From an optimization exercise on the open Yosys and OpenROAD flow, aimed at small area; shortcuts taken in it are not production practice. The RTL was checked by simulation tests, not by an equivalence proof against the original design. Power and IR drop assume default switching activity.

AL:
==> flow/design.v <==
`default_nettype none
package cctv_pkg;
    localparam int frame_width  = 16;                          
    localparam int frame_height = 12;                          
    localparam int frame_pixels = frame_width * frame_height;  
    localparam int pix_addr_w   = $clog2(frame_pixels);        
    localparam int diff_count_w = $clog2(frame_pixels + 1);    
    localparam int line_cnt_w   = $clog2(frame_height + 1);    
    typedef logic [11:0]             rgb_t;         
    typedef logic [3:0]              gray_t;        
    typedef logic [pix_addr_w-1:0]   pix_addr_t;    
    typedef logic [diff_count_w-1:0] diff_count_t;  
    typedef logic [line_cnt_w-1:0]   line_cnt_t;    
    typedef logic [7:0]              cam_byte_t;    
    typedef logic [3:0]              pix_thresh_t;  
    typedef logic [7:0]              det_thresh_t;  
    typedef logic [7:0]              gray_sum_t;    
    localparam gray_sum_t gray_w_red   = 8'd5;
    localparam gray_sum_t gray_w_green = 8'd9;
    localparam gray_sum_t gray_w_blue  = 8'd2;
endpackage
`default_nettype wire
`timescale 1ns/1ps
`default_nettype none
module camera_capture (
    input  wire                   pclk,
    input  wire                   rst_n,
    input  wire                   href,
    input  wire                   vref,
    input  wire cctv_pkg::cam_byte_t ov7670_data,
    output logic                  pix_valid,    
    output cctv_pkg::rgb_t        pix_rgb,      
    output logic                  frame_end     
);
    logic       byte_phase;  
    logic       vref_d;      
    logic [6:0] first_byte;  
    assign pix_valid = href & byte_phase;
    assign pix_rgb = {first_byte[6:3],                  
                      first_byte[2:0], ov7670_data[7],  
                      ov7670_data[4:1]};                
    always_ff @(posedge pclk or negedge rst_n) begin
        if (!rst_n) begin
            byte_phase <= 1'b0;
            vref_d     <= 1'b0;
            frame_end  <= 1'b0;
        end else begin
            vref_d     <= vref;
            frame_end  <= vref & ~vref_d;
            byte_phase <= href & ~byte_phase;
        end
    end
    always_ff @(posedge pclk) begin
        first_byte <= {ov7670_data[7:4], ov7670_data[2:0]};
    end
endmodule
`default_nettype wire
`timescale 1ns/1ps
`default_nettype none
module motion_differ (
    input  wire                     pclk,
    input  wire                     rst_n,
    input  wire                     pix_valid,
    input  wire cctv_pkg::rgb_t     pix_rgb,
    input  wire                     frame_end,
    input  wire cctv_pkg::pix_thresh_t pixel_threshold,
    output logic                    diff_hit,     
    output logic                    frame_done
);
    localparam int ring_len = 8;
    localparam int n_rings  = cctv_pkg::frame_pixels / ring_len;
    localparam int ph_w     = $clog2(ring_len);
    localparam int q_len    = ring_len / 2;
    localparam int q_w      = $clog2(q_len + 1);
    cctv_pkg::gray_t     chain [cctv_pkg::frame_pixels];  
    cctv_pkg::gray_t     queue [1:q_len];                 
    logic [ph_w-1:0]     phase;       
    logic [q_w-1:0]      pending;     
    cctv_pkg::gray_sum_t gray_sum;
    cctv_pkg::gray_t     cur_gray;
    cctv_pkg::gray_t     prev_gray;
    cctv_pkg::gray_t     abs_diff;
    cctv_pkg::gray_t     shift_in;
    logic [ph_w-1:0]     prev_slot;
    logic                shift;
    logic                primed;      
    assign gray_sum = cctv_pkg::gray_sum_t'(pix_rgb[11:8]) * cctv_pkg::gray_w_red
                    + cctv_pkg::gray_sum_t'(pix_rgb[7:4])  * cctv_pkg::gray_w_green
                    + cctv_pkg::gray_sum_t'(pix_rgb[3:0])  * cctv_pkg::gray_w_blue;
    assign cur_gray = gray_sum[7:4];
    assign prev_slot = ph_w'(ring_len - 1) - ph_w'(pending) + phase;
    assign prev_gray = chain[cctv_pkg::frame_pixels - ring_len + int'(prev_slot)];
    assign abs_diff  = (cur_gray > prev_gray) ? cur_gray - prev_gray
                                              : prev_gray - cur_gray;
    assign shift    = (phase == '0) & (pix_valid | (pending != '0));
    assign shift_in = (pending == '0) ? cur_gray : queue[pending];
    always_ff @(posedge pclk) begin
        for (int m = 0; m < n_rings; m++) begin
            if (m == 0)
                chain[0] <= shift ? shift_in : chain[ring_len-1];
            else
                chain[m*ring_len] <= shift ? chain[m*ring_len-1]
                                           : chain[m*ring_len+ring_len-1];
            for (int j = 1; j < ring_len; j++)
                chain[m*ring_len+j] <= chain[m*ring_len+j-1];
        end
        if (pix_valid) begin
            queue[1] <= cur_gray;
            for (int k = 2; k <= q_len; k++)
                queue[k] <= queue[k-1];
        end
    end
    always_ff @(posedge pclk or negedge rst_n) begin
        if (!rst_n) begin
            phase      <= '0;
            pending    <= '0;
            diff_hit   <= 1'b0;
            frame_done <= 1'b0;
            primed     <= 1'b0;
        end else begin
            if (!shift)
                phase <= phase + ph_w'(1);
            pending    <= pending + q_w'(pix_valid) - q_w'(shift);
            frame_done <= frame_end;
            if (frame_end) primed <= 1'b1;
            diff_hit <= pix_valid & primed & (abs_diff > pixel_threshold);
        end
    end
endmodule
`default_nettype wire
`timescale 1ns/1ps
`default_nettype none
module motion_counter (
    input  wire                     pclk,
    input  wire                     rst_n,
    input  wire                     diff_hit,
    input  wire                     frame_done,
    input  wire cctv_pkg::det_thresh_t detection_threshold,
    output logic                    motion_detected,
    output logic [15:0]             motion_detected_led,
    output cctv_pkg::diff_count_t   diff_pixel_cnt,
    output logic                    motion_update
);
    cctv_pkg::diff_count_t run_cnt;   
    always_ff @(posedge pclk or negedge rst_n) begin
        if (!rst_n) begin
            run_cnt         <= '0;
            motion_update   <= 1'b0;
            motion_detected <= 1'b0;
            diff_pixel_cnt  <= '0;
        end else begin
            motion_update <= frame_done;
            if (frame_done) begin
                run_cnt         <= '0;    
                diff_pixel_cnt  <= run_cnt;
                motion_detected <= (run_cnt > detection_threshold);
            end else if (diff_hit) begin
                run_cnt <= run_cnt + cctv_pkg::diff_count_t'(1);
            end
        end
    end
    assign motion_detected_led = {16{motion_detected}};
endmodule
`default_nettype wire
`timescale 1ns/1ps
`default_nettype none
module cctv_motion_top (
    input  wire                     pclk,
    input  wire                     rst_n,
    input  wire                     href,
    input  wire                     vref,
    input  wire cctv_pkg::cam_byte_t   ov7670_data,
    input  wire cctv_pkg::pix_thresh_t pixel_threshold,
    input  wire cctv_pkg::det_thresh_t detection_threshold,
    output logic                    motion_detected,
    output logic [15:0]             motion_detected_led,
    output cctv_pkg::diff_count_t   diff_pixel_cnt,
    output logic                    motion_update
);
    logic           pix_valid;
    cctv_pkg::rgb_t pix_rgb;
    logic           frame_end;
    logic           diff_hit;
    logic           frame_done;
    camera_capture u_capture (
        .pclk        (pclk),
        .rst_n       (rst_n),
        .href        (href),
        .vref        (vref),
        .ov7670_data (ov7670_data),
        .pix_valid   (pix_valid),
        .pix_rgb     (pix_rgb),
        .frame_end   (frame_end)
    );
    motion_differ u_differ (
        .pclk            (pclk),
        .rst_n           (rst_n),
        .pix_valid       (pix_valid),
        .pix_rgb         (pix_rgb),
        .frame_end       (frame_end),
        .pixel_threshold (pixel_threshold),
        .diff_hit        (diff_hit),
        .frame_done      (frame_done)
    );
    motion_counter u_counter (
        .pclk                (pclk),
        .rst_n               (rst_n),
        .diff_hit            (diff_hit),
        .frame_done          (frame_done),
        .detection_threshold (detection_threshold),
        .motion_detected     (motion_detected),
        .motion_detected_led (motion_detected_led),
        .diff_pixel_cnt      (diff_pixel_cnt),
        .motion_update       (motion_update)
    );
endmodule
`default_nettype wire
==> flow/config.mk <==
export PLATFORM = sky130hd
export DESIGN_NAME = cctv_motion_top
export DESIGN_NICKNAME = cctv_motion_top
export VERILOG_FILES = /design/flow/design.v
export SDC_FILE = /design/flow/constraint.sdc
export NUM_CORES = 4
export LEC_CHECK = 0
export CAP_MARGIN = 20
export CORE_MARGIN = 2
export CORE_UTILIZATION = 65
export CTS_CLUSTER_DIAMETER = 100
export CTS_CLUSTER_SIZE = 32
export PLACE_DENSITY = 0.75
export SLEW_MARGIN = 20
==> flow/constraint.sdc <==
create_clock -name core_clock -period 7.0 [get_ports {pclk}]
set_input_delay 1.4000 -clock core_clock [delete_from_list [all_inputs] [get_ports {pclk}]]
set_output_delay 1.4000 -clock core_clock [all_outputs]
set_load 0.01 [all_outputs]
run.sh (not shown) runs the stock make flow with config.mk's settings and CLKGATE_MAP_FILE= SYNTH_SCRIPT=/design/flow/synth_recipe.tcl, a recipe that flattens the netlist after the stock synthesis.
AL has completed all stages; timing, DRC and antenna checks passed.
> inputs changed (AL -> MS)
diff --git a/flow/config.mk b/flow/config.mk
--- a/flow/config.mk
+++ b/flow/config.mk
@@ -9,6 +9,4 @@
 export CORE_MARGIN = 2
 export CORE_UTILIZATION = 65
-export CTS_CLUSTER_DIAMETER = 100
-export CTS_CLUSTER_SIZE = 32
 export PLACE_DENSITY = 0.75
 export SLEW_MARGIN = 20
==> run summary <==
- Of the two values seen for layer carrying the most global-route usage, met2 was produced by MS and met1 by AL.
- Comparing AL and MS, reported leakage power is lower on AL.
- Reported for AL and MS, tap cell count turned out identical to the last digit.
- Final cell area: MS above AL
- Global-route usage: AL and MS compared, higher one is MS

-- re-timing with driven ports --
The flow's constraints put no driver on any port. The routed layouts listed below were extracted and timed again, unchanged, in two steps. Step 1, drivers: a clkbuf_16 drives pclk and a buf_2 each remaining input, both assumed. Step 2 also shifts input and output timing later by t, the mid clock arrival at the registers, as if the neighbouring blocks saw the same clock. a / b / c = ideal ports / drivers / drivers and shift; a / b = the first two.
run | t (ns) | setup slack, ns | latest minus earliest clock arrival (ns)
AL | 0.627 | 1.042 / 1.064 / 0.437 | 0.020 / 0.020
MS | 0.610 | 1.014 / 1.036 / 0.430 | 0.019 / 0.020
After both steps every run listed still meets setup and hold. For AL, which loses most, drivers alone change the setup slack by +0.022 ns; drivers and shift together by -0.605 ns.
